What follows belongs to an exercise in optimizing a design on an open flow for small area, a short achievable clock period and few clock cycles; a production flow would make more cautious choices.
At most, simulation tests tie the RTL to the original design; equivalence was not proved.
Function not checked in runs 1 and 2: the RTL went through the layout flow alone.
Power figures rest on the tool's default switching activity, not on a simulated workload.

--- flow/run.sh ---
#!/bin/bash
# synth_recipe.tcl (not shown) runs the flow's synth.tcl, then flattens the netlist and writes it again
# the make line also repeats each setting of config.mk as NAME=value (left out here)
make -C /OpenROAD-flow-scripts/flow DESIGN_CONFIG=/design/flow/config.mk WORK_HOME=/design/flow/orfs CLKGATE_MAP_FILE= SYNTH_SCRIPT=/design/flow/synth_recipe.tcl finish
--- flow/config.mk ---
export PLATFORM = sky130hd
export DESIGN_NAME = swu_top
export DESIGN_NICKNAME = swu_top
export VERILOG_FILES = /design/flow/design.v
export SDC_FILE = /design/flow/constraint.sdc
export NUM_CORES = 4
export LEC_CHECK = 0
export ABC_CLOCK_PERIOD_IN_PS = 2500
export CAP_MARGIN = 20
export CORE_MARGIN = 2
export CORE_UTILIZATION = 72
export CTS_BUF_LIST = sky130_fd_sc_hd__clkbuf_16
export CTS_CLUSTER_DIAMETER = 60
export CTS_CLUSTER_SIZE = 32
export SETUP_SLACK_MARGIN = 4.3
export SLEW_MARGIN = 20
--- flow/constraint.sdc ---
create_clock -name core_clock -period 6.5 [get_ports {aclk}]
set_input_delay 1.3000 -clock core_clock [delete_from_list [all_inputs] [get_ports {aclk}]]
set_output_delay 1.3000 -clock core_clock [all_outputs]
set_load 0.01 [all_outputs]
--- flow/design.v ---
package swu_pkg;
   localparam int SIMD         = 2;
   localparam int IP_PRECISION = 8;
   localparam int DEF_IFM_WIDTH     = 12;
   localparam int DEF_IFM_HEIGHT    = 12;
   localparam int DEF_IFM_CHANNELS  = 8;
   localparam int DEF_KERNEL_HEIGHT = 3;
   localparam int DEF_KERNEL_WIDTH  = 3;
   localparam int DEF_STRIDE_HT     = 2;
   localparam int DEF_STRIDE_WT     = 2;
   localparam int IDX_W   = 16;
   localparam int COORD_W = 8;
   typedef logic [SIMD*IP_PRECISION-1:0] simd_word_t;
   typedef logic [IDX_W-1:0] idx_t;
   typedef struct packed {
      logic [COORD_W-1:0] out_row;
      logic [COORD_W-1:0] out_col;
      logic [COORD_W-1:0] k_row;
      logic [COORD_W-1:0] k_col;
      logic [COORD_W-1:0] fold;
   } window_pos_t;
endpackage
`timescale 1ns/1ps
module swu_line_buffer #(
   parameter int DEPTH = 48
) (
   input  logic                aclk,
   input  logic                shift_i,
   input  swu_pkg::simd_word_t din_i,
   output logic [DEPTH*16-1:0]  q_o
);
   swu_pkg::simd_word_t sr [DEPTH];
   always_ff @(posedge aclk) begin
      if (shift_i) begin
         for (int i = 0; i < DEPTH - 1; i++) begin
            sr[i] <= sr[i+1];
         end
         sr[DEPTH-1] <= din_i;
      end
   end
   for (genvar g = 0; g < DEPTH; g++) begin : g_q
      assign q_o[g*16 +: 16] = sr[g];
   end
endmodule
module swu_ring_buffer #(
   parameter int DEPTH = 48
) (
   input  logic                 aclk,
   input  logic [DEPTH/4-1:0]   load_i,    
   input  swu_pkg::simd_word_t  din_i,
   output logic [DEPTH*16-1:0]  q_o
);
   swu_pkg::simd_word_t r [DEPTH];
   always_ff @(posedge aclk) begin
      for (int i = 0; i < DEPTH; i++) begin
         if (i % 4 == 3) begin
            r[i] <= load_i[i/4] ? din_i : r[(i+1) % DEPTH];
         end else begin
            r[i] <= r[(i+1) % DEPTH];
         end
      end
   end
   for (genvar g = 0; g < DEPTH; g++) begin : g_q
      assign q_o[g*16 +: 16] = r[g];
   end
endmodule
`timescale 1ns/1ps
module swu_write_ctrl (
   input  logic       aclk,
   input  logic       aresetn,
   input  logic       adv_i,
   output logic [8:0] cls_o,      
   output logic [8:0] cls_inc_o   
);
   function automatic logic [8:0] classify(input logic [3:0] r, input logic [3:0] p, input logic [1:0] f);
      logic d, ev, od;
      d  = (p == 4'd11) || (r == 4'd11);
      ev = !d && !r[0] && r != 4'd0;
      od = !d && r[0];
      classify = {od && p >= 4'd3, ev && p <= 4'd2, r == 4'd11, !d && r == 4'd0, od, ev,
                  p == 4'd10 && f == 2'd3, r == 4'd11 && p == 4'd11 && f == 2'd3,
                  p == 4'd0 && f == 2'd0};
   endfunction
   logic [3:0] row_q, px_q, row_i, px_i;
   logic [1:0] fold_q, fold_i;
   logic [8:0] cls_q, cls_n_q;
   always_comb begin
      row_i  = row_q;
      px_i   = px_q;
      fold_i = fold_q + 2'd1;
      if (fold_q == 2'd3) begin
         if (px_q == 4'd11) begin
            px_i  = 4'd0;
            row_i = (row_q == 4'd11) ? 4'd0 : row_q + 4'd1;
         end else begin
            px_i = px_q + 4'd1;
         end
      end
   end
   always_ff @(posedge aclk) begin
      if (!aresetn) begin
         row_q   <= '0;
         px_q    <= '0;
         fold_q  <= 2'd1;
         cls_q   <= classify(4'd0, 4'd0, 2'd0);
         cls_n_q <= classify(4'd0, 4'd0, 2'd1);
      end else if (adv_i) begin
         row_q   <= row_i;
         px_q    <= px_i;
         fold_q  <= fold_i;
         cls_q   <= cls_n_q;
         cls_n_q <= classify(row_i, px_i, fold_i);
      end
   end
   assign cls_o     = cls_q;
   assign cls_inc_o = cls_n_q;
endmodule
`timescale 1ns/1ps
module swu_window_addr_gen (
   input  logic        aclk,
   input  logic        aresetn,
   input  logic        step_i,
   output logic [15:0] pos_o,      
   output logic [15:0] pos_inc_o   
);
   function automatic logic [15:0] decode(input logic [2:0] oy, input logic [2:0] ox,
                                          input logic [1:0] kh, input logic [1:0] kw,
                                          input logic [1:0] c);
      logic       lk;
      logic [3:0] q4;
      logic [1:0] dw;
      lk = kh == 2'd0 && ox != 3'd0 && kw != 2'd0;
      q4 = (kh == 2'd2) ? 4'd9 + {2'b00, kw}
         : (ox == 3'd0) ? 4'd1 + {2'b00, kw}
         : lk ? 4'd1 : 4'd0;
      dw = (kh != 2'd1) ? 2'd0
         : (kw == 2'd2 && c == 2'd3 && ox != 3'd4) ? 2'd2 : 2'd1;
      decode = {dw, q4, lk ? 2'd0 : c, kh != 2'd1 && !(kh == 2'd2 && ox == 3'd0), lk, kh == 2'd1,
                oy == 3'd4 && ox == 3'd4 && kh == 2'd2 && kw == 2'd2 && c == 2'd3,
                ox == 3'd4 && kh == 2'd1 && kw == 2'd2 && c == 2'd3,
                ox == 3'd4 && kh == 2'd1 && kw == 2'd1 && c == 2'd0,
                ox == 3'd0 && kh == 2'd2, kh == 2'd0};
   endfunction
   logic [2:0]  oy_q, ox_q, oy_i, ox_i;
   logic [1:0]  kh_q, kw_q, c_q, kh_i, kw_i, c_i;
   logic [15:0] pos_q, pos_n_q;
   always_comb begin
      oy_i = oy_q;
      ox_i = ox_q;
      kh_i = kh_q;
      kw_i = kw_q;
      c_i  = c_q + 2'd1;
      if (c_q == 2'd3) begin
         kw_i = (kw_q == 2'd2) ? 2'd0 : kw_q + 2'd1;
         if (kw_q == 2'd2) begin
            kh_i = (kh_q == 2'd2) ? 2'd0 : kh_q + 2'd1;
            if (kh_q == 2'd2) begin
               ox_i = (ox_q == 3'd4) ? 3'd0 : ox_q + 3'd1;
               if (ox_q == 3'd4) begin
                  oy_i = (oy_q == 3'd4) ? 3'd0 : oy_q + 3'd1;
               end
            end
         end
      end
   end
   always_ff @(posedge aclk) begin
      if (!aresetn) begin
         oy_q    <= '0;
         ox_q    <= '0;
         kh_q    <= '0;
         kw_q    <= '0;
         c_q     <= 2'd2;
         pos_q   <= decode(3'd0, 3'd0, 2'd0, 2'd0, 2'd0);
         pos_n_q <= decode(3'd0, 3'd0, 2'd0, 2'd0, 2'd1);
      end else if (step_i) begin
         oy_q    <= oy_i;
         ox_q    <= ox_i;
         kh_q    <= kh_i;
         kw_q    <= kw_i;
         c_q     <= c_i;
         pos_q   <= pos_n_q;
         pos_n_q <= decode(oy_q, ox_q, kh_q, kw_q, c_q);
      end
   end
   assign pos_o     = pos_q;
   assign pos_inc_o = pos_n_q;
endmodule
`timescale 1ns/1ps
module swu_output_stage (
   input  logic                aclk,
   input  logic                aresetn,
   input  logic                push_i,
   input  logic                last_i,    
   input  logic                done_i,    
   input  swu_pkg::simd_word_t data_i,
   input  logic                m_ready_i,
   output logic                m_valid_o,
   output swu_pkg::simd_word_t m_data_o,
   output logic                skid_full_o,
   output logic                release_o,  
   output logic                out_free_o  
);
   logic                out_valid;
   logic                out_wait;
   logic                skid_valid;
   logic                skid_wait;
   swu_pkg::simd_word_t out_data;
   swu_pkg::simd_word_t skid_data;
   logic                out_free;
   logic                in_wait;
   assign out_free  = out_valid ? m_ready_i : !out_wait;
   assign in_wait   = last_i && !done_i;
   assign release_o = out_wait && done_i;
   always_ff @(posedge aclk) begin
      if (!aresetn) begin
         out_valid  <= 1'b0;
         out_wait   <= 1'b0;
         skid_valid <= 1'b0;
         skid_wait  <= 1'b0;
      end else begin
         skid_valid <= !out_free && (skid_valid || push_i);
         if (!out_free && !skid_valid) begin
            skid_wait <= in_wait;
         end
         if (out_free) begin
            if (skid_valid) begin
               out_valid <= !skid_wait;
               out_wait  <= skid_wait;
            end else begin
               out_valid <= push_i && !in_wait;
               out_wait  <= push_i && in_wait;
            end
         end else if (release_o) begin
            out_valid <= 1'b1;
            out_wait  <= 1'b0;
         end
      end
   end
   always_ff @(posedge aclk) begin
      if (!aresetn) begin
         out_data <= '0;
      end else if (out_free) begin
         out_data <= skid_valid ? skid_data : data_i;
      end
   end
   always_ff @(posedge aclk) begin
      if (!out_free && !skid_valid) begin
         skid_data <= data_i;
      end
   end
   assign m_valid_o   = out_valid;
   assign m_data_o    = out_data;
   assign skid_full_o = skid_valid;
   assign out_free_o  = out_free;
endmodule
`timescale 1ns/1ps
module swu_top #(
   parameter int IFM_WIDTH     = swu_pkg::DEF_IFM_WIDTH,
   parameter int IFM_HEIGHT    = swu_pkg::DEF_IFM_HEIGHT,
   parameter int IFM_CHANNELS  = swu_pkg::DEF_IFM_CHANNELS,
   parameter int KERNEL_HEIGHT = swu_pkg::DEF_KERNEL_HEIGHT,
   parameter int KERNEL_WIDTH  = swu_pkg::DEF_KERNEL_WIDTH,
   parameter int STRIDE_HT     = swu_pkg::DEF_STRIDE_HT,
   parameter int STRIDE_WT     = swu_pkg::DEF_STRIDE_WT
) (
   input  logic                aclk,
   input  logic                aresetn,
   input  swu_pkg::simd_word_t s_axis_tdata_i,
   input  logic                s_axis_tvalid_i,
   output logic                s_axis_tready_o,
   output swu_pkg::simd_word_t m_axis_tdata_o,
   output logic                m_axis_tvalid_o,
   input  logic                m_axis_tready_i
);
   localparam int EDEPTH = 48;    
   localparam int BDEPTH = 44;    
   typedef struct packed {
      logic tready;
      logic free;
      logic need;
      logic e_take;
      logic b_take;
   } dec_t;
   typedef struct packed {
      logic e_ok;      
      logic b_ok;      
      logic in_done;   
   } flags_t;
   typedef struct packed {
      logic [3:0] blk;
      logic [1:0] ph;
   } phase_t;
   function automatic dec_t decide(input logic [8:0] cls, input logic [15:0] pos,
                                   input logic [1:0] phe, input logic [1:0] phb,
                                   input logic [1:0] pbl, input flags_t fl, input logic fok);
      logic row0, odd, even, early, odd3, first, drop, started, coupled;
      logic lock, bread, lockable, lock2, kh0, ale, pale, alb, b0, rdy;
      dec_t d;
      odd3     = cls[8];
      early    = cls[7];
      row0     = cls[5];
      odd      = cls[4];
      even     = cls[3];
      first    = cls[0];
      drop     = !(row0 || odd || even);
      started  = odd && !first;
      lock     = pos[6];
      bread    = pos[5];
      lockable = pos[2];
      lock2    = pos[1];
      kh0      = pos[0];
      ale      = !pos[7] || (phe == pos[9:8]);
      pale     = phe == 2'd0;
      alb      = pbl == 2'd0;
      b0       = phb == 2'd0;
      coupled  = started && !fl.b_ok;
      rdy      = !(kh0 && fl.e_ok) && !(bread && fl.b_ok && !odd3);
      d.e_take = (row0 && fl.e_ok && pale) || (even && lock && fok && ale)
               || (early && lock2 && fok && pale);
      d.b_take = odd && b0 && (fl.b_ok || (bread && fok && alb && (started || lockable)));
      d.tready = drop || d.e_take || d.b_take;
      d.need   = fok && ((lock && even && ale) || (bread && coupled && b0 && alb)
                         || (lock2 && early && pale));
      d.free   = fok && !lock && !lock2 && ale && rdy && !(bread && (coupled || !alb));
      decide = d;
   endfunction
   function automatic flags_t next_flags(input flags_t fl, input logic step, input logic acc,
                                         input logic rel, input logic [8:0] cls,
                                         input logic [15:0] pos);
      flags_t n;
      n.e_ok    = (step && pos[4]) || (fl.e_ok && !(acc && cls[5] && cls[2]));
      n.b_ok    = (step && pos[3]) || (fl.b_ok && !(acc && cls[4] && cls[2]));
      n.in_done = (acc && cls[1]) ? 1'b1 : (rel || (step && pos[4])) ? 1'b0 : fl.in_done;
      next_flags = n;
   endfunction
   function automatic phase_t adv_phase(input phase_t p, input logic load, input logic [3:0] nblk);
      phase_t n;
      n = p;
      if (!load) begin
         n.ph = p.ph + 2'd1;
         if (p.ph == 2'd3) begin
            n.blk = (p.blk == nblk - 4'd1) ? 4'd0 : p.blk + 4'd1;
         end
      end
      adv_phase = n;
   endfunction
   function automatic logic [3:0] tap(input logic [3:0] q4, input logic [3:0] blk,
                                      input logic [3:0] nblk);
      logic [4:0] t;
      t = {1'b0, q4} - {1'b0, blk};
      tap = t[4] ? t[3:0] + nblk : t[3:0];
   endfunction
   dec_t        dec_q, dec_a0, dec_a1, dec_b0, dec_b1;
   flags_t      fl_q, fl_a, fl_b;
   phase_t      pe_q, pe_a, pe_b, pb_q, pb_a, pb_b;
   logic [8:0]  cls, cls_inc, cls_b;
   logic [15:0] pos, pos_inc, pos_a, pos_b;
   logic [3:0]  te_q, te_a, te_b;
   logic [3:0]  te_c [4];
   logic [3:0]  pe_blk_n;
   logic        we_a, we_b;
   logic [5:0]  pb_idx_q, pb_m1, pb_m4, pb_st, pbi_a, pbi_b;
   logic        l2_q, l2_a, l2_b;
   logic        kh1_q, kh1_a, kh1_b;
   logic        tv;
   logic        acc;
   logic        seq_step;
   logic        e_shift, b_shift;
   logic        step_a, step_b;
   logic        skid_full, out_valid, out_free, skid_a, skid_b;
   logic        released;
   logic [11:0] e_load;
   logic [10:0] b_load;
   logic [EDEPTH*16-1:0] ev;
   logic [BDEPTH*16-1:0] od;
   swu_pkg::simd_word_t  rd_data;
   assign tv       = s_axis_tvalid_i;
   assign acc      = tv && dec_q.tready;
   assign seq_step = dec_q.free || (tv && dec_q.need);
   assign e_shift  = tv && dec_q.e_take;
   assign b_shift  = tv && dec_q.b_take;
   swu_write_ctrl u_write_ctrl (
      .aclk      (aclk),
      .aresetn   (aresetn),
      .adv_i     (acc),
      .cls_o     (cls),
      .cls_inc_o (cls_inc)
   );
   swu_window_addr_gen u_window_addr_gen (
      .aclk      (aclk),
      .aresetn   (aresetn),
      .step_i    (seq_step),
      .pos_o     (pos),
      .pos_inc_o (pos_inc)
   );
   for (genvar k = 0; k < EDEPTH / 4; k++) begin : g_eload
      assign e_load[k] = e_shift && (pe_q.blk == 4'(EDEPTH / 4 - 1 - k));
   end
   for (genvar k = 0; k < BDEPTH / 4; k++) begin : g_bload
      assign b_load[k] = b_shift && (pb_q.blk == 4'(BDEPTH / 4 - 1 - k));
   end
   swu_ring_buffer #(.DEPTH(EDEPTH)) u_even_buf (
      .aclk   (aclk),
      .load_i (e_load),
      .din_i  (s_axis_tdata_i),
      .q_o    (ev)
   );
   swu_ring_buffer #(.DEPTH(BDEPTH)) u_odd_buf (
      .aclk   (aclk),
      .load_i (b_load),
      .din_i  (s_axis_tdata_i),
      .q_o    (od)
   );
   assign rd_data = kh1_q ? od[{pb_idx_q[5:2], 2'b00} * 16 +: 16]
                  : l2_q  ? s_axis_tdata_i
                  :         ev[{te_q, 2'b00} * 16 +: 16];
   swu_output_stage u_output_stage (
      .aclk        (aclk),
      .aresetn     (aresetn),
      .push_i      (seq_step),
      .last_i      (pos[4]),
      .done_i      (fl_q.in_done),
      .data_i      (rd_data),
      .m_ready_i   (m_axis_tready_i),
      .m_valid_o   (out_valid),
      .m_data_o    (m_axis_tdata_o),
      .skid_full_o (skid_full),
      .release_o   (released),
      .out_free_o  (out_free)
   );
   assign m_axis_tvalid_o = out_valid;
   assign step_a = dec_q.free;
   assign step_b = dec_q.free || dec_q.need;
   assign pos_a  = step_a ? pos_inc : pos;
   assign pos_b  = step_b ? pos_inc : pos;
   assign cls_b  = dec_q.tready ? cls_inc : cls;
   assign fl_a   = next_flags(fl_q, step_a, 1'b0, released, cls, pos);
   assign fl_b   = next_flags(fl_q, step_b, dec_q.tready, released, cls, pos);
   assign pe_a = adv_phase(pe_q, 1'b0, 4'(EDEPTH / 4));
   assign pe_b = adv_phase(pe_q, dec_q.e_take, 4'(EDEPTH / 4));
   assign pb_a = adv_phase(pb_q, 1'b0, 4'(BDEPTH / 4));
   assign pb_b = adv_phase(pb_q, dec_q.b_take, 4'(BDEPTH / 4));
   assign pe_blk_n = (pe_q.blk == 4'(EDEPTH / 4 - 1)) ? 4'd0 : pe_q.blk + 4'd1;
   assign te_c[0] = tap(pos[13:10],     pe_q.blk, 4'(EDEPTH / 4));
   assign te_c[1] = tap(pos[13:10],     pe_blk_n, 4'(EDEPTH / 4));
   assign te_c[2] = tap(pos_inc[13:10], pe_q.blk, 4'(EDEPTH / 4));
   assign te_c[3] = tap(pos_inc[13:10], pe_blk_n, 4'(EDEPTH / 4));
   assign we_a = pe_q.ph == 2'd3;
   assign we_b = (pe_q.ph == 2'd3) && !dec_q.e_take;
   assign te_a = te_c[{step_a, we_a}];
   assign te_b = te_c[{step_b, we_b}];
   assign pb_m1 = (pb_idx_q == 6'd0) ? 6'd43 : pb_idx_q - 6'd1;
   assign pb_m4 = (pb_idx_q < 6'd4) ? pb_idx_q + 6'd40 : pb_idx_q - 6'd4;
   assign pb_st = (pos[15:14] == 2'd1) ? pb_idx_q : (pos[15:14] == 2'd2) ? pb_m4 : pb_m1;
   assign pbi_a = step_a ? pb_st : pb_m1;
   assign pbi_b = step_b ? pb_st : pb_m1;
   assign kh1_a = pos_a[5];
   assign kh1_b = pos_b[5];
   assign l2_a  = pos_a[1];
   assign l2_b  = pos_b[1];
   assign dec_a0 = decide(cls,   pos_a, pe_a.ph, pb_a.ph, pbi_a[1:0], fl_a, 1'b0);
   assign dec_a1 = decide(cls,   pos_a, pe_a.ph, pb_a.ph, pbi_a[1:0], fl_a, 1'b1);
   assign dec_b0 = decide(cls_b, pos_b, pe_b.ph, pb_b.ph, pbi_b[1:0], fl_b, 1'b0);
   assign dec_b1 = decide(cls_b, pos_b, pe_b.ph, pb_b.ph, pbi_b[1:0], fl_b, 1'b1);
   assign skid_a = !out_free && (skid_full || step_a);
   assign skid_b = !out_free && (skid_full || step_b);
   always_ff @(posedge aclk) begin
      if (!aresetn) begin
         fl_q  <= 3'b110;
         pe_q  <= '0;
         pb_q  <= '0;
         te_q     <= 4'd1;
         pb_idx_q <= 6'd0;
         kh1_q    <= 1'b0;
         l2_q     <= 1'b0;
         dec_q    <= decide(9'b000100001, 16'b00_0001_00_1_0_0_0_0_0_0_1, 2'd0, 2'd0, 2'd0,
                            3'b110, 1'b1);
      end else if (tv) begin
         fl_q  <= fl_b;
         pe_q  <= pe_b;
         pb_q  <= pb_b;
         te_q     <= te_b;
         pb_idx_q <= pbi_b;
         kh1_q    <= kh1_b;
         l2_q     <= l2_b;
         dec_q <= skid_b ? dec_b0 : dec_b1;
      end else begin
         fl_q  <= fl_a;
         pe_q  <= pe_a;
         pb_q  <= pb_a;
         te_q     <= te_a;
         pb_idx_q <= pbi_a;
         kh1_q    <= kh1_a;
         l2_q     <= l2_a;
         dec_q <= skid_a ? dec_a0 : dec_a1;
      end
   end
   assign s_axis_tready_o = dec_q.tready;
endmodule
==> results of run 1 <==
-- what timing repair did --
action | 4_1_cts | 5_1_grt
resized for setup | 238 | 87
hold endpoints to repair | 0 | 0
pin swaps | 31 | 48
gates cloned | 10 | 0
setup endpoints to repair | 539 | 111
setup buffers | 62 | 21
-- power breakdown --
| part | switching (mW) | internal [mW] | total (mW) |
|---|---|---|---|
| logic | 0.781 | 0.701 | 1.48 |
| clock network | 2.97 | 2.09 | 5.06 |
| registers | 0.257 | 10.5 | 10.7 |
-- final cells by class --
type / count / area, um^2
flip-flops and latches: 1610 / 32500
multi-input cells: 1315 / 12500
fillers: 3181 / 11300
repair buffers: 169 / 2030
clock buffers: 69 / 1730
well taps: 837 / 1050
clock inverters: 33 / 310
inverters: 40 / 169
diodes: 1 / 2.50
-- state kept, by name, summed over array words and instances, names as in the netlist, 2 cells and up --
register                   flops
dec_q                          5
fl_q                           3
pb_idx_q                       6
pb_q                           6
pe_q                           6
te_q                           4
u_even_buf.r                 768
u_odd_buf.r                  704
u_output_stage.out_data       16
u_output_stage.skid_data      16
u_window_addr_gen.c_q          2
u_window_addr_gen.kh_q         2
u_window_addr_gen.kw_q         2
u_window_addr_gen.ox_q         3
u_window_addr_gen.oy_q         3
u_window_addr_gen.pos_n_q     16
u_window_addr_gen.pos_q       16
u_write_ctrl.cls_n_q           8
u_write_ctrl.cls_q             8
u_write_ctrl.fold_q            2
u_write_ctrl.px_q              4
u_write_ctrl.row_q             4
-- synth_stat cells (all sizes together) (9+ instances only) --
cell | number | area share [%]
a21oi | 126 | 1.4
a221oi | 19 | 0.39
buf | 61 | 0.73
clkbuf | 90 | 0.75
dfxtp | 1594 | 71
edfxtp | 16 | 1.1
ha | 42 | 1.2
inv | 40 | 0.34
mux2 | 388 | 9.8
mux2i | 80 | 1.8
mux4 | 84 | 4.2
nand2 | 150 | 1.3
nand2b | 9 | 0.13
nand3 | 32 | 0.36
nor2 | 119 | 1.0
nor2b | 14 | 0.20
nor3 | 22 | 0.26
nor3b | 9 | 0.17
o21ai | 61 | 0.68
o221a | 16 | 0.40
xnor2 | 11 | 0.22
-- cells by family after synthesis --
family / count (synthesis) / share of synthesized area (%)
flops: 1610 / 72.3
xor+xnor: 17 / 0.332
fa+ha+maj: 46 / 1.35
mux: 552 / 15.8
buf+inv: 191 / 1.82
compound gates: 309 / 4.50
simple gates: 391 / 3.95
-- per-stage QoR --
step	utilization [%]	worst slack, ns	hold WS [ns]	cells
floorplan	-	3.89	0.310	3116
global placement	75.2	2.23	0.310	3878
detailed placement	75.2	2.10	0.312	3878
CTS	80.8	3.83	0.317	4052
global route	81.7	3.74	0.314	4073
finish	81.7	3.78	0.312	4074
-- cells in the final DEF (no fill, tap or decap), drive strengths merged, types with 9 or more instances in the layout --
cell           Yosys  final
nand2            150    150
nand2b             9      9
nor2b             14     14
mux2             388    388
nor3b              9      9
edfxtp            16     16
clkdlybuf4s50      0     15
mux4              84     84
xnor2             11     11
clkinv             0     11
mux2i             80     80
a221oi            19     19
nor3              22     22
a21oi            126    126
o21ai             61     61
clkbuf            90     69
o221a             16     16
nand3             32     32
ha                42     42
buf               61    147
dfxtp           1594   1594
nor2             119    119
inv               40     56
-- path summary, 6_finish.rpt --
path | end | startpoint | cells after the start | slack (ns)
worst max register to register | te_q[3] | pe_q[3] | 12 | 3.78
worst min-delay path | u_even_buf.r[33][2] | u_even_buf.r[34][2] | 0 | 0.31
worst min register to register | u_even_buf.r[33][2] | u_even_buf.r[34][2] | 0 | 0.31
worst max-delay path | te_q[3] | pe_q[3] | 12 | 3.78
-- layer usage --
layer,routed length (um),vias up,share of wire [%],global-route usage [%]
li1,-,10900,-,-
met1,42300,11600,45,39.9
met2,44000,621,47,47.7
met3,4370,187,4.7,4.75
met4,3210,0,3.4,9.96
met5,0,-,0,0
==> reports/metrics.cfg, run 1 <==
[layout]
layout.nets=3269
final_area_um2=50300
drive_gt1_share_pct=27.6
syn2layout_area_growth_pct=12.3

[detailed_routing]
totalWireLength_um=93800
drcViolationCount=0
antenna_left=0
firstDrtPassIters=5
initialDrtViolationCount=1677
routedWlPerCell_um=23.0
vias=23300
viasPerCell=5.71

[cts]
insertion_delay_ns=0.64
cts.path.max_buffers=3
cts_hold_buf=0
cts.htree.levels=3
cts.clk_slew.worst_paths_ns=0.12
clkSinkCount=1610
root_buffer=clkbuf_16
cts_tree=done
cts_buffers=67

[worst_setup_path]
timing_worst_setup_path_type=reg -> reg
cp-start-kind=flip-flop
crit_buf_inv=4
crit_arrival_ns=3.28
cp_max_fo=5
cp_cell_sequence=clkinvlp_4, buf_4, buf_12, buf_4, ha_1, nor2b_1, o311ai_0, a21o_1, o311ai_2, mux2i_1, mux2i_1, o22ai_1
cpPeakStageDelay_ns=0.44
cp-end-kind=flip-flop
crit_family=compound AO/OA/AOI/OAI gates
crit_required_ns=7.06
critPathSlowestCell=o311ai_0

[die]
die_h_um=253
die_w_um=253
rows=91
die_area_um2=64200
num_io_pins=38
start_util_pct=72.7
coreArea_um2=61600

[timing]
hold_viol=0
max_freq_ghz=0.367
grt_setup_unrepaired=yes
finalSetupTns_ns=0
report.final.slew_viol_count=0
relSlewSlack_pct=51.8
fin_worst_skew_ns=0.0371
setup_violations=0
tightest_slew_ns=0.722
period_minus_slack_ns=2.72
fin_crit_sh_pct=41.9

[place]
place_congestion=0.874
dp_hpwl_um=54900
placed_cell_area_um2=46300
port_buffers=37

[synth]
synth_ff_type=dfxtp_1
netlist_instances=3116
ys_async_sr_fraction_pct=0
synth_warnings=9
syn_avg_cell_area_um2=14.4
ys_types=76
ys_ff_latch=1610
synth_area_um2=44800
synth_edf_count=16
syn-num-nets=3182
ys_seq_area_share_pct=72.3

[run]
maxCapViolations=0

[grt]
grtUsageTotal_pct=29.2
grt_pass1_vias=23900
grt_pass1_wl_um=141000
antenna_found_initial=2
grt_overflow=0
grt_max_degree=51

[power_and_ir_drop]
p_total_mw=17.3
power.density_nw_per_um2=343
ir_drop_uv=338
p_leak_nw=19.9

[status]
status=finished clean

[min_path]
holdCritPathClass=reg -> reg

==> inputs of run 2 (changes only) <==
--- a/flow/design.v
+++ b/flow/design.v
@@ -122,18 +122,18 @@
    input  logic        step_i,
-   output logic [15:0] pos_o,      
-   output logic [15:0] pos_inc_o   
+   output logic [11:0] pos_o,      
+   output logic [11:0] pos_inc_o   
 );
-   function automatic logic [15:0] decode(input logic [2:0] oy, input logic [2:0] ox,
+   function automatic logic [11:0] decode(input logic [2:0] oy, input logic [2:0] ox,
                                           input logic [1:0] kh, input logic [1:0] kw,
                                           input logic [1:0] c);
-      logic       lk;
-      logic [3:0] q4;
-      logic [1:0] dw;
-      lk = kh == 2'd0 && ox != 3'd0 && kw != 2'd0;
-      q4 = (kh == 2'd2) ? 4'd9 + {2'b00, kw}
-         : (ox == 3'd0) ? 4'd1 + {2'b00, kw}
-         : lk ? 4'd1 : 4'd0;
-      dw = (kh != 2'd1) ? 2'd0
-         : (kw == 2'd2 && c == 2'd3 && ox != 3'd4) ? 2'd2 : 2'd1;
-      decode = {dw, q4, lk ? 2'd0 : c, kh != 2'd1 && !(kh == 2'd2 && ox == 3'd0), lk, kh == 2'd1,
+      logic       lk, lst;
+      logic [1:0] dw, de;
+      lk  = kh == 2'd0 && ox != 3'd0 && kw != 2'd0;
+      lst = kw == 2'd2 && c == 2'd3;
+      dw  = (kh != 2'd1) ? 2'd0 : (lst && ox != 3'd4) ? 2'd2 : 2'd1;
+      de  = (kh == 2'd1) ? 2'd0
+          : !lst ? 2'd1
+          : (kh == 2'd0) ? 2'd3
+          : (ox == 3'd4 && oy != 3'd4) ? 2'd2 : 2'd1;
+      decode = {dw, de, kh != 2'd1 && !(kh == 2'd2 && ox == 3'd0), lk, kh == 2'd1,
                 oy == 3'd4 && ox == 3'd4 && kh == 2'd2 && kw == 2'd2 && c == 2'd3,
@@ -145,3 +145,3 @@
    logic [1:0]  kh_q, kw_q, c_q, kh_i, kw_i, c_i;
-   logic [15:0] pos_q, pos_n_q;
+   logic [11:0] pos_q, pos_n_q;
    always_comb begin
@@ -292,5 +292,6 @@
    } phase_t;
-   function automatic dec_t decide(input logic [8:0] cls, input logic [15:0] pos,
+   function automatic dec_t decide(input logic [8:0] cls, input logic [11:0] pos,
                                    input logic [1:0] phe, input logic [1:0] phb,
-                                   input logic [1:0] pbl, input flags_t fl, input logic fok);
+                                   input logic [1:0] pel, input logic [1:0] pbl,
+                                   input flags_t fl, input logic fok);
       logic row0, odd, even, early, odd3, first, drop, started, coupled;
@@ -311,3 +312,3 @@
       kh0      = pos[0];
-      ale      = !pos[7] || (phe == pos[9:8]);
+      ale      = !pos[7] || (pel == 2'd0);
       pale     = phe == 2'd0;
@@ -328,3 +329,3 @@
                                          input logic rel, input logic [8:0] cls,
-                                         input logic [15:0] pos);
+                                         input logic [11:0] pos);
       flags_t n;
@@ -356,7 +357,4 @@
    logic [8:0]  cls, cls_inc, cls_b;
-   logic [15:0] pos, pos_inc, pos_a, pos_b;
-   logic [3:0]  te_q, te_a, te_b;
-   logic [3:0]  te_c [4];
-   logic [3:0]  pe_blk_n;
-   logic        we_a, we_b;
+   logic [11:0] pos, pos_inc, pos_a, pos_b;
+   logic [5:0]  pe_idx_q, pe_m1, pe_p4, pe_p32, pe_st, pei_a, pei_b;
    logic [5:0]  pb_idx_q, pb_m1, pb_m4, pb_st, pbi_a, pbi_b;
@@ -415,3 +413,3 @@
                   : l2_q  ? s_axis_tdata_i
-                  :         ev[{te_q, 2'b00} * 16 +: 16];
+                  :         ev[{pe_idx_q[5:2], 2'b00} * 16 +: 16];
    swu_output_stage u_output_stage (
@@ -442,14 +440,12 @@
    assign pb_b = adv_phase(pb_q, dec_q.b_take, 4'(BDEPTH / 4));
-   assign pe_blk_n = (pe_q.blk == 4'(EDEPTH / 4 - 1)) ? 4'd0 : pe_q.blk + 4'd1;
-   assign te_c[0] = tap(pos[13:10],     pe_q.blk, 4'(EDEPTH / 4));
-   assign te_c[1] = tap(pos[13:10],     pe_blk_n, 4'(EDEPTH / 4));
-   assign te_c[2] = tap(pos_inc[13:10], pe_q.blk, 4'(EDEPTH / 4));
-   assign te_c[3] = tap(pos_inc[13:10], pe_blk_n, 4'(EDEPTH / 4));
-   assign we_a = pe_q.ph == 2'd3;
-   assign we_b = (pe_q.ph == 2'd3) && !dec_q.e_take;
-   assign te_a = te_c[{step_a, we_a}];
-   assign te_b = te_c[{step_b, we_b}];
+   assign pe_m1 = (pe_idx_q == 6'd0) ? 6'd47 : pe_idx_q - 6'd1;
+   assign pe_p4 = (pe_idx_q >= 6'd44) ? pe_idx_q - 6'd44 : pe_idx_q + 6'd4;
+   assign pe_p32 = (pe_idx_q >= 6'd16) ? pe_idx_q - 6'd16 : pe_idx_q + 6'd32;
+   assign pe_st = (pos[9:8] == 2'd1) ? pe_idx_q : (pos[9:8] == 2'd2) ? pe_p4
+                : (pos[9:8] == 2'd3) ? pe_p32 : pe_m1;
+   assign pei_a = step_a ? pe_st : pe_m1;
+   assign pei_b = step_b ? pe_st : pe_m1;
    assign pb_m1 = (pb_idx_q == 6'd0) ? 6'd43 : pb_idx_q - 6'd1;
    assign pb_m4 = (pb_idx_q < 6'd4) ? pb_idx_q + 6'd40 : pb_idx_q - 6'd4;
-   assign pb_st = (pos[15:14] == 2'd1) ? pb_idx_q : (pos[15:14] == 2'd2) ? pb_m4 : pb_m1;
+   assign pb_st = (pos[11:10] == 2'd1) ? pb_idx_q : (pos[11:10] == 2'd2) ? pb_m4 : pb_m1;
    assign pbi_a = step_a ? pb_st : pb_m1;
@@ -460,6 +456,6 @@
    assign l2_b  = pos_b[1];
-   assign dec_a0 = decide(cls,   pos_a, pe_a.ph, pb_a.ph, pbi_a[1:0], fl_a, 1'b0);
-   assign dec_a1 = decide(cls,   pos_a, pe_a.ph, pb_a.ph, pbi_a[1:0], fl_a, 1'b1);
-   assign dec_b0 = decide(cls_b, pos_b, pe_b.ph, pb_b.ph, pbi_b[1:0], fl_b, 1'b0);
-   assign dec_b1 = decide(cls_b, pos_b, pe_b.ph, pb_b.ph, pbi_b[1:0], fl_b, 1'b1);
+   assign dec_a0 = decide(cls,   pos_a, pe_a.ph, pb_a.ph, pei_a[1:0], pbi_a[1:0], fl_a, 1'b0);
+   assign dec_a1 = decide(cls,   pos_a, pe_a.ph, pb_a.ph, pei_a[1:0], pbi_a[1:0], fl_a, 1'b1);
+   assign dec_b0 = decide(cls_b, pos_b, pe_b.ph, pb_b.ph, pei_b[1:0], pbi_b[1:0], fl_b, 1'b0);
+   assign dec_b1 = decide(cls_b, pos_b, pe_b.ph, pb_b.ph, pei_b[1:0], pbi_b[1:0], fl_b, 1'b1);
    assign skid_a = !out_free && (skid_full || step_a);
@@ -471,3 +467,3 @@
          pb_q  <= '0;
-         te_q     <= 4'd1;
+         pe_idx_q <= 6'd0;
          pb_idx_q <= 6'd0;
@@ -475,3 +471,3 @@
          l2_q     <= 1'b0;
-         dec_q    <= decide(9'b000100001, 16'b00_0001_00_1_0_0_0_0_0_0_1, 2'd0, 2'd0, 2'd0,
+         dec_q    <= decide(9'b000100001, 12'b00_01_1_0_0_0_0_0_0_1, 2'd0, 2'd0, 2'd0, 2'd0,
                             3'b110, 1'b1);
@@ -481,3 +477,3 @@
          pb_q  <= pb_b;
-         te_q     <= te_b;
+         pe_idx_q <= pei_b;
          pb_idx_q <= pbi_b;
@@ -490,3 +486,3 @@
          pb_q  <= pb_a;
-         te_q     <= te_a;
+         pe_idx_q <= pei_a;
          pb_idx_q <= pbi_a;
==> run 2 against run 1 <==
Net effect: via count down 2.2%; utilization increased by 0.66 points; combinational power increased by 85%; clock power decreased by 5.9%; die area shrank 1.1%; cell area down 0.85%; worst setup slack improved by 0.24 ns; synthesized area is 1.1% lower; hold slack improved by 0.011 ns; final cell count fell by 3.4%; non-clock buffer count shrank 7; clock-buffer cell count decreased by 6; highest routed layer unchanged.
==> reports/metrics.cfg, run 2 <==
[synth]
yosys-top-cells-count=dfxtp_1, mux2_2, mux2_1
synth_edf_count=16
synth_ff_type=dfxtp_1
synth.mux.area_fraction_pct=14.6
synth_top_area_cell=dfxtp_1
synthXorXnorAreaFrac_pct=0.257
yosys.area_share.simple_pct=4.34
synth.top_cell.area_share_pct=71.7
synth.area.top_cells=dfxtp_1, mux2_2, mux2_1
synth.most_common_cell=dfxtp_1
syn-num-nets=3104
synth_top_family_by_area=multiplexers
ys_seq_area_share_pct=72.8
netlist_instances=3054
ys_async_sr_fraction_pct=0
syn_avg_cell_area_um2=14.5
synth_warnings=8
synth_fa_ha_area_share_pct=0.869
ys_ff_latch=1604
synth_area_um2=44300
ys_types=77
synth-compound-area-share_pct=5.25

[die]
coreArea_um2=60600
die_h_um=252
die_w_um=252
die_area_um2=63600
num_io_pins=38
rows=90
start_util_pct=73.2

[power_and_ir_drop]
ir_drop_uv=305
power.density_nw_per_um2=367
seq_power_share_pct=59.1
power_frac_comb_pct=15.0
p_int_mw=13.6
p_sw_share_pct=25.6
switchingPower_mw=4.68
p_clk_share_pct=26.0
p_leak_nw=19.9

[place]
placed_cell_area_um2=46000
dp_hpwl_um=50100
place_congestion=0.882
port_buffers=37

[timing]
grt_setup_unrepaired=yes
hold_viol=0
setup_violations=0
fin_crit_sh_pct=38.2
finalSetupTns_ns=0
report.final.slew_viol_count=0
relSlewSlack_pct=36.3
fin_worst_skew_ns=0.0324
tightest_slew_ns=0.952
period_minus_slack_ns=2.48
max_freq_ghz=0.403

[cts]
cts.path.max_buffers=3
insertion_delay_ns=0.68
cts.clk_slew.worst_paths_ns=0.12
root_buffer=clkbuf_16
cts.htree.levels=2
cts_buffers=61
cts_tree=done
clkSinkCount=1604
cts_hold_buf=0

[worst_setup_path]
cp-start-kind=flip-flop
critPathSlowestCell=dfxtp_4
crit_buf_inv=1
crit_family=flip-flops
crit_arrival_ns=1.18
cp-end-kind=output pin
cp_cell_sequence=buf_6
timing_worst_setup_path_type=reg -> out
crit_required_ns=5.20
cp_max_fo=2
cpPeakStageDelay_ns=0.38

[layout]
largest_reg_flops=768
drive_gt1_share_pct=24.2
layout_common_cells=dfxtp_1, mux2_4, mux2_2, nand2_1, mux2_1
syn2layout_area_growth_pct=12.5
final_common_cell=dfxtp_1
max_flop_register=u_even_buf.r
final_area_um2=49900
fillerInstances=3116
antenna_cells=0
reg_top3=u_even_buf.r: 768 flops, u_odd_buf.r: 704 flops
layout.nets=3178

[detailed_routing]
vias=22800
initialDrtViolationCount=1742
totalWireLength_um=94000
drcViolationCount=0
viasPerCell=5.78
routedWlPerCell_um=23.9
firstDrtPassIters=5
antenna_left=0

[grt]
grt_pass1_wl_um=141000
grt_pass1_vias=23400
grt_overflow=0
antenna_found_initial=1
grtUsageTotal_pct=29.3
grt_max_degree=64

[run]
maxCapViolations=0

[min_path]
holdCritPathClass=reg -> reg

[status]
status=finished clean

## run 2: cell types whose count changed after synthesis, sizes merged, moves of 13 or more
| cell | previous run | this run |
|---|---|---|
| a21oi | 126 | 75 |
| nor2 | 119 | 68 |
| a21boi | 0 | 40 |
| mux2i | 80 | 44 |
| mux4 | 84 | 64 |
| nand2b | 9 | 28 |
| mux2 | 388 | 406 |
| o221ai | 1 | 18 |
| a31oi | 8 | 22 |
| a22oi | 7 | 20 |
| inv | 40 | 27 |
## run 2: timing repair
action                     4_1_cts  5_1_grt
resized for setup              236       66
setup buffers                   68       14
setup endpoints to repair      521      169
cloned                          11        4
pin swaps                       22        8
## run 2: power groups by stage
stage	combinational [mW]	clock [mW]	sequential [mW]
2_1_floorplan	1.47	0	10.9
3_3_place_gp	1.92	0	11.0
3_5_place_dp	1.96	0	11.1
4_1_cts	2.52	4.78	10.8
5_1_grt	2.87	5.15	10.9
6_report	2.74	4.76	10.8
## run 2: logic make-up after synthesis
family,Yosys count
flip-flops,1604
AO/OA/AOI/OAI,328
buffers and inverters,180
AND/OR/NAND/NOR,384
XOR/XNOR,13
multiplexers,514
adder cells (fa/ha/maj),31
## run 2: worst paths after layout
path / start / end / slack (ns) / cells past startpoint
worst max-delay path: u_output_stage.out_data[12] / m_axis_tdata_o[12] / 4.02 / 1
worst min register to register: u_even_buf.r[37][14] / u_even_buf.r[36][14] / 0.32 / 0
worst min-delay path: u_even_buf.r[37][14] / u_even_buf.r[36][14] / 0.32 / 0
worst max register to register: pb_idx_q[2] / u_output_stage.out_data[2] / 4.28 / 9
## run 2: metal layers
metal | GRT usage [%] | wire [um] | vias up
met5 | 0 | 0 | -
met4 | 8.93 | 2920 | 0
met3 | 3.80 | 4550 | 198
met2 | 49.2 | 44600 | 644
met1 | 40.2 | 41800 | 11300
li1 | - | - | 10600
## run 2: final cells by class
cell class / count / area [um^2] / area share, %
clock buffer: 63 / 1580 / 3.16
clock inverter: 25 / 256 / 0.514
inverter: 27 / 134 / 0.268
multi-input combinational: 1271 / 12400 / 24.8
sequential: 1604 / 32300 / 64.8
tap: 782 / 978 / 1.96
timing repair buffer: 162 / 2230 / 4.47
timing repair inverter: 1 / 8.76 / 0.0176
## run 2: through the flow
stage	std cells	hold WS, ns	total power, mW	utilization (%)	setup slack [ns]
after floorplan	3054	0.310	12.4	-	3.90
after global routing	3935	0.325	18.9	82.3	3.99
final	3935	0.323	18.3	82.3	4.02
after CTS	3917	0.322	18.1	81.6	4.00
after detailed placement	3750	0.312	13.0	75.9	2.62
after global placement	3750	0.310	13.0	75.9	2.68
==> inputs of run 3 (changes only) <==
--- a/flow/design.v
+++ b/flow/design.v
@@ -347,8 +347,2 @@
    endfunction
-   function automatic logic [3:0] tap(input logic [3:0] q4, input logic [3:0] blk,
-                                      input logic [3:0] nblk);
-      logic [4:0] t;
-      t = {1'b0, q4} - {1'b0, blk};
-      tap = t[4] ? t[3:0] + nblk : t[3:0];
-   endfunction
    dec_t        dec_q, dec_a0, dec_a1, dec_b0, dec_b1;
==> run 3 against run 2 <==
Net effect: non-clock buffer count did not move; sequential cell count did not move; sequential power barely moved; highest routed layer unchanged; maximum frequency did not move.
==> reports/metrics.cfg, run 3 <==
[worst_setup_path]
critPathCapture=m_axis_tdata_o[12]
cp-start-kind=flip-flop
cpPeakStageDelay_ns=0.38
crit_start=u_output_stage.out_data[12]
r2r-start=pb_idx_q[2]
crit_family=flip-flops
crit_buf_inv=1
cp_max_fo=2
path_depth=1
critPathSlowestCell=dfxtp_4
crit_arrival_ns=1.18
ff2ff_path_depth=9
cp_cell_sequence=buf_6
cp-end-kind=output pin
r2r_slack_ns=4.28
timing_worst_setup_path_type=reg -> out
r2r-end=u_output_stage.out_data[2]
crit_required_ns=5.20

[die]
die_w_um=252
coreArea_um2=60600
num_io_pins=38
die_area_um2=63600
rows=90
die_h_um=252
start_util_pct=73.2

[timing]
max_freq_ghz=0.403
finalSetupTns_ns=0
tightest_slew_ns=0.952
setup_violations=0
grt_setup_unrepaired=yes
period_minus_slack_ns=2.48
fin_crit_sh_pct=38.2
fin_worst_skew_ns=0.0324
holdWs_ns=0.323
hold_viol=0
report.final.slew_viol_count=0
relSlewSlack_pct=36.3

[power_and_ir_drop]
p_total_mw=18.3
p_leak_nw=19.9
power.density_nw_per_um2=367
ir_drop_uv=305

[layout]
layout_common_cells=dfxtp_1, mux2_4, mux2_2, nand2_1, mux2_1
drive_gt1_share_pct=24.2
reg_top3=u_even_buf.r: 768 flops, u_odd_buf.r: 704 flops
layout.nets=3178
final_area_um2=49900
largest_reg_flops=768
final_cells=3935
final_common_cell=dfxtp_1
syn2layout_area_growth_pct=12.5
max_flop_register=u_even_buf.r
antenna_cells=0

[synth]
netlist_instances=3054
synth_area_um2=44300
synth.most_common_cell=dfxtp_1
synth_ff_type=dfxtp_1
synth.area.top_cells=dfxtp_1, mux2_2, mux2_1
syn-num-nets=3104
synth.top_cell.area_share_pct=71.7
ys_types=77
ys_seq_area_share_pct=72.8
ys_async_sr_fraction_pct=0
synth_edf_count=16
ys_ff_latch=1604
syn_avg_cell_area_um2=14.5
synth_warnings=8
synth_top_area_cell=dfxtp_1
yosys-top-cells-count=dfxtp_1, mux2_2, mux2_1

[cts]
cts_tree=done
root_buffer=clkbuf_16
cts.clk_slew.worst_paths_ns=0.12
cts_buffers=61
insertion_delay_ns=0.68
cts.path.max_buffers=3
clkSinkCount=1604
cts_hold_buf=0
cts.htree.levels=2

[run]
maxCapViolations=0

[detailed_routing]
vias=22800
antenna_left=0
drcViolationCount=0
initialDrtViolationCount=1742
firstDrtPassIters=5
routedWlPerCell_um=23.9
viasPerCell=5.78
totalWireLength_um=94000

[grt]
grt_overflow=0
grt_max_degree=64
antenna_found_initial=1
grt_pass1_wl_um=141000
grt_pass1_vias=23400
grtUsageTotal_pct=29.3

[min_path]
holdCritPathClass=reg -> reg

[place]
placed_cell_area_um2=46000
place_congestion=0.882
place_inst=3750
port_buffers=37
dp_hpwl_um=50100

[status]
status=finished clean

==> run 3: metal layers <==
| layer | vias to the layer above | GRT usage [%] | share of wire [%] |
|---|---|---|---|
| li1 | 10600 | - | - |
| met1 | 11300 | 40.2 | 45 |
| met2 | 644 | 49.2 | 48 |
| met3 | 198 | 3.80 | 4.8 |
| met4 | 0 | 8.93 | 3.1 |
| met5 | - | 0 | 0 |
==> run 3: timing repair <==
action                                  4_1_cts  5_1_grt
pin swaps                                    22        8
setup buffers                                68       14
endpoints found under the setup margin      521      169
hold endpoints to repair                      0        0
cloned                                       11        4
gates resized for setup                     236       66
==> run 3: where the power goes <==
part           switching (mW)  internal, mW  leakage [nW]
sequential              0.308          10.5          13.1
combinational            1.45          1.29          5.88
clock                    2.92          1.83         0.909
==> run 3: final cells by class <==
type	count	area [um^2]
clock buffers	63	1580
well taps	782	978
multi-input cells	1271	12400
inverters	27	134
repair buffers	162	2230
fillers	3116	10700
clock inverters	25	256
repair inverters	1	8.76
flip-flops and latches	1604	32300
==> run 3: through the flow <==
step                utilization (%)  setup WS [ns]
floorplan                         -           3.90
global placement               75.9           2.68
detailed placement             75.9           2.62
CTS                            81.6           4.00
global route                   82.3           3.99
finish                         82.3           4.02
==> run 3: worst min path at each step <==
stage	to	start	depth (start not counted)	slack [ns]
floorplan	u_even_buf.r[0][0]	u_even_buf.r[1][0]	0	0.31
global placement	u_even_buf.r[40][7]	u_even_buf.r[41][7]	0	0.31
detailed placement	u_even_buf.r[26][3]	u_even_buf.r[27][3]	0	0.31
CTS	u_even_buf.r[16][1]	u_even_buf.r[17][1]	0	0.32
global route	u_even_buf.r[12][1]	u_even_buf.r[13][1]	0	0.32
finish	u_even_buf.r[36][14]	u_even_buf.r[37][14]	0	0.32
==> run 3: logic make-up after synthesis <==
family / after synthesis / synth area share [%]
adder cells (fa/ha/maj): 31 / 0.869
flip-flops: 1604 / 72.8
multiplexers: 514 / 14.6
AND/OR/NAND/NOR: 384 / 4.34
XOR/XNOR: 13 / 0.257
buffers and inverters: 180 / 1.92
AO/OA/AOI/OAI: 328 / 5.25
Testbench counts of run 3, summed over its fixed seeds: cycles 48,784.
==> inputs of run 4 (changes only) <==
--- a/flow/design.v
+++ b/flow/design.v
@@ -55,3 +55,3 @@
       for (int i = 0; i < DEPTH; i++) begin
-         if (i % 4 == 3) begin
+         if (i % 4 == 2) begin
             r[i] <= load_i[i/4] ? din_i : r[(i+1) % DEPTH];
@@ -363,4 +363,5 @@
    logic        released;
-   logic [11:0] e_load;
-   logic [10:0] b_load;
+   logic [11:0] e_load, e_load_q;
+   logic [10:0] b_load, b_load_q;
+   swu_pkg::simd_word_t din_q;
    logic [EDEPTH*16-1:0] ev;
@@ -393,6 +394,11 @@
    end
+   always_ff @(posedge aclk) begin
+      e_load_q <= e_load;
+      b_load_q <= b_load;
+      din_q    <= s_axis_tdata_i;
+   end
    swu_ring_buffer #(.DEPTH(EDEPTH)) u_even_buf (
       .aclk   (aclk),
-      .load_i (e_load),
-      .din_i  (s_axis_tdata_i),
+      .load_i (e_load_q),
+      .din_i  (din_q),
       .q_o    (ev)
@@ -401,4 +407,4 @@
       .aclk   (aclk),
-      .load_i (b_load),
-      .din_i  (s_axis_tdata_i),
+      .load_i (b_load_q),
+      .din_i  (din_q),
       .q_o    (od)
==> run 4 against run 3 <==
Net effect: still clean; synthesized cell count up 5.0%; combinational power barely moved; via count grew 3.5%; register-to-register slack got worse by 0.12 ns; final cell count grew 4.0%; sequential power about the same; critical path depth unchanged; die area is 1.5% higher; sequential cell count increased by 39; critical endpoint is now m_axis_tdata_o[10].
==> reports/metrics.cfg, run 4 <==
[die]
start_util_pct=72.9
die_area_um2=64500
coreArea_um2=61700
die_w_um=254
rows=91
die_h_um=254
num_io_pins=38

[timing]
relSlewSlack_pct=24.1
fin_worst_skew_ns=0.0247
hold_viol=0
setup_violations=0
tightest_slew_ns=1.14
report.final.slew_viol_count=0
holdWs_ns=0.327
period_minus_slack_ns=2.45
grt_setup_unrepaired=yes
fin_crit_sh_pct=37.7
max_freq_ghz=0.408
finalSetupTns_ns=0

[worst_setup_path]
crit_family=flip-flops
cpPeakStageDelay_ns=0.39
crit_arrival_ns=1.15
ff2ff_path_depth=8
critPathSlowestCell=dfxtp_2
cp_max_fo=2
path_depth=1
cp-end-kind=output pin
timing_worst_setup_path_type=reg -> out
crit_buf_inv=1
cp_cell_sequence=buf_6
cp-start-kind=flip-flop
crit_required_ns=5.20

[detailed_routing]
totalWireLength_um=95400
routedWlPerCell_um=23.3
antenna_left=0
viasPerCell=5.75
vias=23500
firstDrtPassIters=8
drcViolationCount=0
initialDrtViolationCount=1799

[cts]
clkSinkCount=1643
cts.path.max_buffers=3
root_buffer=clkbuf_16
cts.clk_slew.worst_paths_ns=0.11
cts_tree=done
cts.htree.levels=3
cts_buffers=66
insertion_delay_ns=0.65

[synth]
syn_avg_cell_area_um2=14.0
synth_fa_ha_area_share_pct=0.884
synth.mux.area_fraction_pct=12.7
ys_seq_area_share_pct=73.4
synthXorXnorAreaFrac_pct=0.289
synth_top_family_by_area=multiplexers
ys_types=84
synth_edf_count=16
ys_async_sr_fraction_pct=0
yosys-top-cells-count=dfxtp_1, mux2_2, nand2_1
synth.area.top_cells=dfxtp_1, mux2_2, mux4_2
yosys.area_share.simple_pct=5.37
synth_warnings=8
synth-compound-area-share_pct=5.36
synth.most_common_cell=dfxtp_1
synth.top_cell.area_share_pct=72.4
synth_area_um2=45000
syn-num-nets=3259
synth_ff_type=dfxtp_1
synth_top_area_cell=dfxtp_1
ys_ff_latch=1643
netlist_instances=3208

[power_and_ir_drop]
p_clk_share_pct=27.3
p_int_mw=14.0
seq_power_share_pct=58.0
p_sw_share_pct=26.2
ir_drop_uv=313
switchingPower_mw=4.96
p_leak_nw=19.5
power_frac_comb_pct=14.6
power.density_nw_per_um2=381

[grt]
grt_pass1_vias=23700
antenna_found_initial=0
grt_max_degree=82
grt_overflow=0
grt_pass1_wl_um=144000
grtUsageTotal_pct=29.9

[layout]
utilization_pct=80.6
layout.nets=3272
seqCellArea_um2=33200
drive_gt1_share_pct=24.0
fillerInstances=3376
layout_common_cells=dfxtp_1, mux2_2, nand2_1, nor2_1, a21oi_1
final_cells=4094
final_common_cell=dfxtp_1
multi_input_area_um2=11900
reg_top3=u_even_buf.r: 768 flops, u_odd_buf.r: 704 flops
largest_reg_flops=768
syn2layout_area_growth_pct=10.5
max_flop_register=u_even_buf.r

[min_path]
holdCritPathClass=reg -> reg
min_path_cells=0

[status]
status=finished clean

[place]
dp_hpwl_um=52100
place_congestion=0.831
place_inst=3938
port_buffers=37

[run]
maxCapViolations=0

## run 4: changes by cell type in the layout (fill, tap and decap cells not counted), moves of 18 or more
cell / change
mux2_2: +222
a211oi_1: +69
nor2b_1: +46
nand2b_1: -18
nor2_1: +63
mux2_4: -171
nor4_1: +19
buf_12: -35
a21boi_0: -33
mux2_1: -71
a21oi_1: +26
dfxtp_1: +32
## run 4: final cells by class
| class | count | area share, % |
|---|---|---|
| tap | 837 | 2.11 |
| clock buffer | 71 | 3.57 |
| antenna | 6 | 0.0302 |
| inverter | 28 | 0.241 |
| timing repair buffer | 130 | 2.85 |
| sequential | 1643 | 66.7 |
| multi-input combinational | 1352 | 23.9 |
| clock inverter | 27 | 0.609 |
## run 4: kinds of logic after synthesis
group,after synthesis
buffers and inverters,213
muxes,461
AOI/OAI and AO/OA,357
xor gates and xnor gates,14
adders and majority gates,32
DFF,1643
and+or+nand+nor,488
## run 4: through the flow
stage          power [mW]  cell area [um^2]  setup WS [ns]
2_1_floorplan        12.4             45200           4.04
3_3_place_gp         13.1             46000           2.53
3_5_place_dp         13.2             46100           2.47
4_1_cts              18.8             49400           4.02
5_1_grt              19.5             49700           4.01
6_report             19.0             49700           4.05
## run 4: what timing repair did
action	in CTS	in global routing
resized for setup	265	38
pin swaps	25	19
setup buffers	32	13
setup endpoints to repair	185	56
gates cloned	7	0
hold buffers	0	0
## run 4: power groups by stage
stage	clock [mW]	sequential [mW]	combinational (mW)
after floorplan	0	11.0	1.38
after global placement	0	11.2	1.89
after detailed placement	0	11.2	1.93
after CTS	5.22	11.0	2.63
after global routing	5.57	11.0	2.90
final	5.18	11.0	2.77
## run 4: path summary, 6_finish.rpt
kind	end	startpoint	slack [ns]
hold reg to reg	u_even_buf.r[16][14]	u_even_buf.r[17][14]	0.33
setup / recovery	m_axis_tdata_o[10]	u_output_stage.out_data[10]	4.05
setup reg to reg	u_output_stage.out_data[15]	pe_idx_q[2]	4.16
hold / removal	u_even_buf.r[16][14]	u_even_buf.r[17][14]	0.33
## run 4: routing by layer
metal  vias to the layer above  global-route usage [%]  share of wire [%]
met2                       637                    49.0                 47
met4                         0                    7.87                2.4
li1                      11000                       -                  -
met5                         -                       0                  0
met1                     11800                    42.4                 46
met3                       156                    3.69                4.4
Testbench counts of run 4, summed over its fixed seeds: cycles 48,784.
==> inputs of run 5 (changes only) <==
--- a/flow/config.mk
+++ b/flow/config.mk
@@ -14,3 +14,3 @@
 export CTS_CLUSTER_SIZE = 32
-export SETUP_SLACK_MARGIN = 4.3
+export SETUP_SLACK_MARGIN = 4.1
 export SLEW_MARGIN = 20
==> run 5 against run 4 <==
Net effect: still clean on timing, DRC and antenna; synthesized cell count unchanged; sequential share of layout area up 0.73 points; power down 1.3%; clock-buffer cell count is the same; first-iteration DRC count is 0.89% higher; sequential cell count did not move; via count down 1.9%; routed wire length fell by 2.4%; utilization shrank 0.96 points; combinational power shrank 6%; cell area fell by 1.2%; critical endpoint is now m_axis_tvalid_o.
==> reports/metrics.cfg, run 5 <==
[synth]
synth_top_area_cell=dfxtp_1
synth.area.top_cells=dfxtp_1, mux2_2, mux4_2
synth_area_um2=45000
synth_ff_type=dfxtp_1
netlist_instances=3208
syn_avg_cell_area_um2=14.0
ys_types=84
synth_warnings=8
synth_edf_count=16
ys_ff_latch=1643
synth.top_cell.area_share_pct=72.4
yosys-top-cells-count=dfxtp_1, mux2_2, nand2_1
synth.most_common_cell=dfxtp_1
ys_seq_area_share_pct=73.4
syn-num-nets=3259
ys_async_sr_fraction_pct=0

[layout]
layout_common_cells=dfxtp_1, mux2_2, nand2_1, nor2_1, a21oi_1
antenna_cells=0
largest_reg_flops=768
drive_gt1_share_pct=22.3
final_common_cell=dfxtp_1
layout.nets=3253
syn2layout_area_growth_pct=9.22
final_cells=4066
max_flop_register=u_even_buf.r
fillerInstances=3462
reg_top3=u_even_buf.r: 768 flops, u_odd_buf.r: 704 flops

[place]
port_buffers=37
dp_hpwl_um=52400
place_congestion=0.810
place_inst=3944

[die]
die_h_um=254
num_io_pins=38
coreArea_um2=61700
die_area_um2=64500
rows=91
die_w_um=254
start_util_pct=72.9

[worst_setup_path]
crit_required_ns=5.20
cp_max_fo=2
critPathSlowestCell=dfxtp_4
crit_start=u_output_stage.out_valid
r2r-start=dec_q[3]
crit_family=flip-flops
crit_arrival_ns=1.15
cp-end-kind=output pin
crit_buf_inv=1
cp_cell_sequence=buf_6
cpPeakStageDelay_ns=0.38
timing_worst_setup_path_type=reg -> out
cp-start-kind=flip-flop

[grt]
grt_use_met3_pct=3.75
grt_max_degree=46
antenna_found_initial=1
grt_pass1_wl_um=139000
grt_overflow=0
grt_busiest_layer=met2
grtUsageTotal_pct=28.7
use_met2_pct=47.1
grt_pass1_vias=23100
grtUsageMet1_pct=40.7

[run]
maxCapViolations=0

[timing]
fin_worst_skew_ns=0.0413
grt_setup_unrepaired=yes
relSlewSlack_pct=30.2
max_freq_ghz=0.408
hold_viol=0
period_minus_slack_ns=2.45
setup_violations=0
fin_crit_sh_pct=37.7
report.final.slew_viol_count=0
tightest_slew_ns=1.05
finalSetupTns_ns=0

[cts]
cts_hold_buf=0
root_buffer=clkbuf_16
cts.path.max_buffers=3
cts_tree=done
cts_buffers=67
clkSinkCount=1643
cts.clk_slew.worst_paths_ns=0.12
cts.htree.levels=3
insertion_delay_ns=0.66

[power_and_ir_drop]
power.density_nw_per_um2=380
p_leak_nw=19.3
ir_drop_uv=319

[detailed_routing]
vias=23100
viasPerCell=5.68
firstDrtPassIters=5
routedWlPerCell_um=22.9
totalWireLength_um=93100
drcViolationCount=0
antenna_left=0
initialDrtViolationCount=1815

[min_path]
min-delay-start=u_odd_buf.r[13][1]
holdCritPathClass=reg -> reg

[status]
status=finished clean

[run 5: final cells by class]
| class | instances | area [um^2] | area share, % |
|---|---|---|---|
| Inverter | 28 | 113 | 0.229 |
| Timing Repair Buffer | 110 | 1210 | 2.46 |
| Multi-Input combinational cell | 1352 | 11600 | 23.7 |
| Tap cell | 837 | 1050 | 2.13 |
| Clock buffer | 71 | 1780 | 3.61 |
| Sequential cell | 1643 | 33100 | 67.4 |
| Clock inverter | 25 | 256 | 0.522 |
[run 5: repair_timing]
action / CTS / global route
pin swaps: 3 / 6
setup buffers: 18 / 3
gates cloned: 3 / 2
resized for setup: 212 / 30
endpoints found under the setup margin: 170 / 48
[run 5: cell families (layout without fill, tap and decap cells)]
kind of cell,Yosys count,count (layout),share of synthesized area [%]
buffers and inverters,213,234,1.99
AND/OR/NAND/NOR,488,488,5.37
adder cells (fa/ha/maj),32,32,0.884
AO/OA/AOI/OAI,357,357,5.36
flip-flops,1643,1643,73.4
XOR/XNOR,14,14,0.289
multiplexers,461,461,12.7
[run 5: worst paths after layout]
check	end	slack, ns	depth (start not counted)
worst max-delay path	m_axis_tvalid_o	4.05	1
worst min-delay path	u_odd_buf.r[12][1]	0.30	0
worst max register to register	dec_q[4]	4.12	6
worst min register to register	u_odd_buf.r[12][1]	0.30	0
[run 5: through the flow]
step | hold WS (ns) | worst slack [ns] | area, um^2 | util [%] | power, mW
after global placement | 0.310 | 2.54 | 46000 | 74.6 | 13.1
final | 0.297 | 4.05 | 49100 | 79.6 | 18.7
after CTS | 0.300 | 4.02 | 48900 | 79.3 | 18.6
after detailed placement | 0.312 | 2.50 | 46000 | 74.6 | 13.2
after floorplan | 0.310 | 4.04 | 45100 | - | 12.4
after global routing | 0.309 | 4.01 | 49100 | 79.6 | 19.3
[run 5: where the power goes]
part | leakage [nW] | switching [mW] | internal (mW)
logic | 4.88 | 1.49 | 1.11
clock network | 1.03 | 3.06 | 2.07
registers | 13.4 | 0.324 | 10.6
[run 5: metal layers]
metal	vias to the layer above	part of all wire (%)	wire, um
met3	138	4.0	3740
li1	10900	-	-
met4	2	2.3	2160
met1	11500	46	43200
met5	-	0.013	12
met2	507	47	44000
==> inputs of run 6 (changes only) <==
--- a/flow/config.mk
+++ b/flow/config.mk
@@ -7,3 +7,3 @@
 export LEC_CHECK = 0
-export ABC_CLOCK_PERIOD_IN_PS = 2500
+export ABC_CLOCK_PERIOD_IN_PS = 4000
 export CAP_MARGIN = 20
==> run 6 against run 5 <==
Net effect: sequential share of layout area is the same; sequential cell count unchanged; cell area stayed put.
==> reports/metrics.cfg, run 6 <==
[detailed_routing]
routedWlPerCell_um=22.9
initialDrtViolationCount=1815
viasPerCell=5.68
vias=23100
drcViolationCount=0
antenna_left=0
totalWireLength_um=93100
firstDrtPassIters=5

[timing]
finalSetupTns_ns=0
period_minus_slack_ns=2.45
fin_crit_sh_pct=37.7
hold_viol=0
max_freq_ghz=0.408
relSlewSlack_pct=30.2
tightest_slew_ns=1.05
report.final.slew_viol_count=0
fin_worst_skew_ns=0.0413
setup_ws_ns=4.05
holdWs_ns=0.297
setup_violations=0
grt_setup_unrepaired=yes

[place]
port_buffers=37
dp_hpwl_um=52400
placed_cell_area_um2=46000
dp_slack_ns=2.50
place_congestion=0.810

[grt]
grt_overflow=0
grt_pass1_wl_um=139000
grtUsageTotal_pct=28.7
grt_pass1_vias=23100
grt_max_degree=46
antenna_found_initial=1

[worst_setup_path]
crit_arrival_ns=1.15
crit_required_ns=5.20
crit_buf_inv=1
cp-start-kind=flip-flop
crit_family=flip-flops
cp-end-kind=output pin
critPathSlowestCell=dfxtp_4
timing_worst_setup_path_type=reg -> out
cpPeakStageDelay_ns=0.38
cp_max_fo=2
cp_cell_sequence=buf_6

[layout]
drive_gt1_share_pct=22.3
final_area_um2=49100
reg_top3=u_even_buf.r: 768 flops, u_odd_buf.r: 704 flops
layout_common_cells=dfxtp_1, mux2_2, nand2_1, nor2_1, a21oi_1
largest_reg_flops=768
syn2layout_area_growth_pct=9.22
final_common_cell=dfxtp_1
layout.nets=3253
antenna_cells=0
max_flop_register=u_even_buf.r

[synth]
synth_ff_type=dfxtp_1
syn-num-nets=3259
ys_async_sr_fraction_pct=0
netlist_instances=3208
synth_warnings=8
synth_top_area_cell=dfxtp_1
synth_edf_count=16
synth.top_cell.area_share_pct=72.4
yosys-top-cells-count=dfxtp_1, mux2_2, nand2_1
syn_avg_cell_area_um2=14.0
synth.area.top_cells=dfxtp_1, mux2_2, mux4_2
ys_types=84
ys_ff_latch=1643
synth.most_common_cell=dfxtp_1
synth_area_um2=45000
ys_seq_area_share_pct=73.4

[cts]
cts.clk_slew.worst_paths_ns=0.12
clkSinkCount=1643
cts.htree.levels=3
cts_buffers=67
cts_tree=done
insertion_delay_ns=0.66
root_buffer=clkbuf_16
cts.path.max_buffers=3

[die]
die_area_um2=64500
start_util_pct=72.9
coreArea_um2=61700
num_io_pins=38
rows=91
die_w_um=254
die_h_um=254

[power_and_ir_drop]
ir_drop_uv=319
power.density_nw_per_um2=380
p_leak_nw=19.3
p_total_mw=18.7

[run]
maxCapViolations=0

[status]
status=finished clean

[min_path]
holdCritPathClass=reg -> reg

-- run 6: cell counts in the layout (fill, tap and decap cells not counted) --
Identical to the previous run, type by type.
-- run 6: cell type report --
cell class,instances,area [um^2]
well taps,837,1050
inverters,28,113
flip-flops and latches,1643,33100
multi-input cells,1352,11600
fillers,3462,12600
clock inverters,25,256
clock buffers,71,1780
repair buffers,110,1210
-- run 6: metal layers --
metal  vias up  global-route usage (%)  share of wire, %
met1     11500                    40.7                46
met2       507                    47.1                47
li1      10900                       -                 -
met4         2                    7.08               2.3
met3       138                    3.75               4.0
met5         -                       0             0.013
-- run 6: path summary, 6_finish.rpt --
check / from / to / slack, ns / cells after the start
max: u_output_stage.out_valid / m_axis_tvalid_o / 4.05 / 1
min reg2reg: u_odd_buf.r[13][1] / u_odd_buf.r[12][1] / 0.30 / 0
min: u_odd_buf.r[13][1] / u_odd_buf.r[12][1] / 0.30 / 0
max reg2reg: dec_q[3] / dec_q[4] / 4.12 / 6
-- run 6: kinds of logic (layout without fill, tap and decap cells) --
family / count (synthesis) / after routing / synth area share, %
buffers and inverters: 213 / 234 / 1.99
AND/OR/NAND/NOR: 488 / 488 / 5.37
adder cells (fa/ha/maj): 32 / 32 / 0.884
AO/OA/AOI/OAI: 357 / 357 / 5.36
multiplexers: 461 / 461 / 12.7
flip-flops: 1643 / 1643 / 73.4
XOR/XNOR: 14 / 14 / 0.289
-- run 6: power breakdown --
| part | internal [mW] | switching [mW] |
|---|---|---|
| clock | 2.07 | 3.06 |
| sequential | 10.6 | 0.324 |
| combinational | 1.11 | 1.49 |
-- run 6: repair_timing --
action / CTS / global route
resized for setup: 212 / 30
cloned: 3 / 2
hold buffers: 0 / 0
pin swaps: 3 / 6
setup endpoints to repair: 170 / 48
setup buffers: 18 / 3
-- run 6: per-stage QoR --
step	util, %	instances
after floorplan	-	3208
after global placement	74.6	3944
after detailed placement	74.6	3944
after CTS	79.3	4061
after global routing	79.6	4066
final	79.6	4066

## what the ideal ports hide
How much do the figures lean on ideal ports? The routed layouts below were timed once more, with nothing changed but the port constraints.
Step 1 sets driving cells, clkbuf_16 on the clock port and buf_2 on the other inputs (assumed; they add their load-dependent delay and slew).
Step 2 moves the port delays by t, midway between the first and last clock arrival at a register: inputs arrive t later, outputs are due t later. That takes back most of the time a late clock gives input paths.
Three values: ideal, step 1, step 2; two values: the first two.
| run | t (ns) | slack for setup (ns) | worst register clock-pin slew, ns |
|---|---|---|---|
| run 1 | 0.689 | 3.777 / 3.777 / 3.614 | 0.12 / 0.12 |
| run 2 | 0.728 | 4.016 / 3.952 / 3.559 | 0.12 / 0.12 |
| run 3 | 0.728 | 4.016 / 3.952 / 3.559 | 0.12 / 0.12 |
| run 4 | 0.703 | 4.047 / 3.981 / 3.516 | 0.12 / 0.12 |
| run 5 | 0.706 | 4.046 / 3.984 / 3.501 | 0.12 / 0.12 |
| run 6 | 0.706 | 4.046 / 3.984 / 3.501 | 0.12 / 0.12 |
After both steps setup and hold are still met in every run listed.
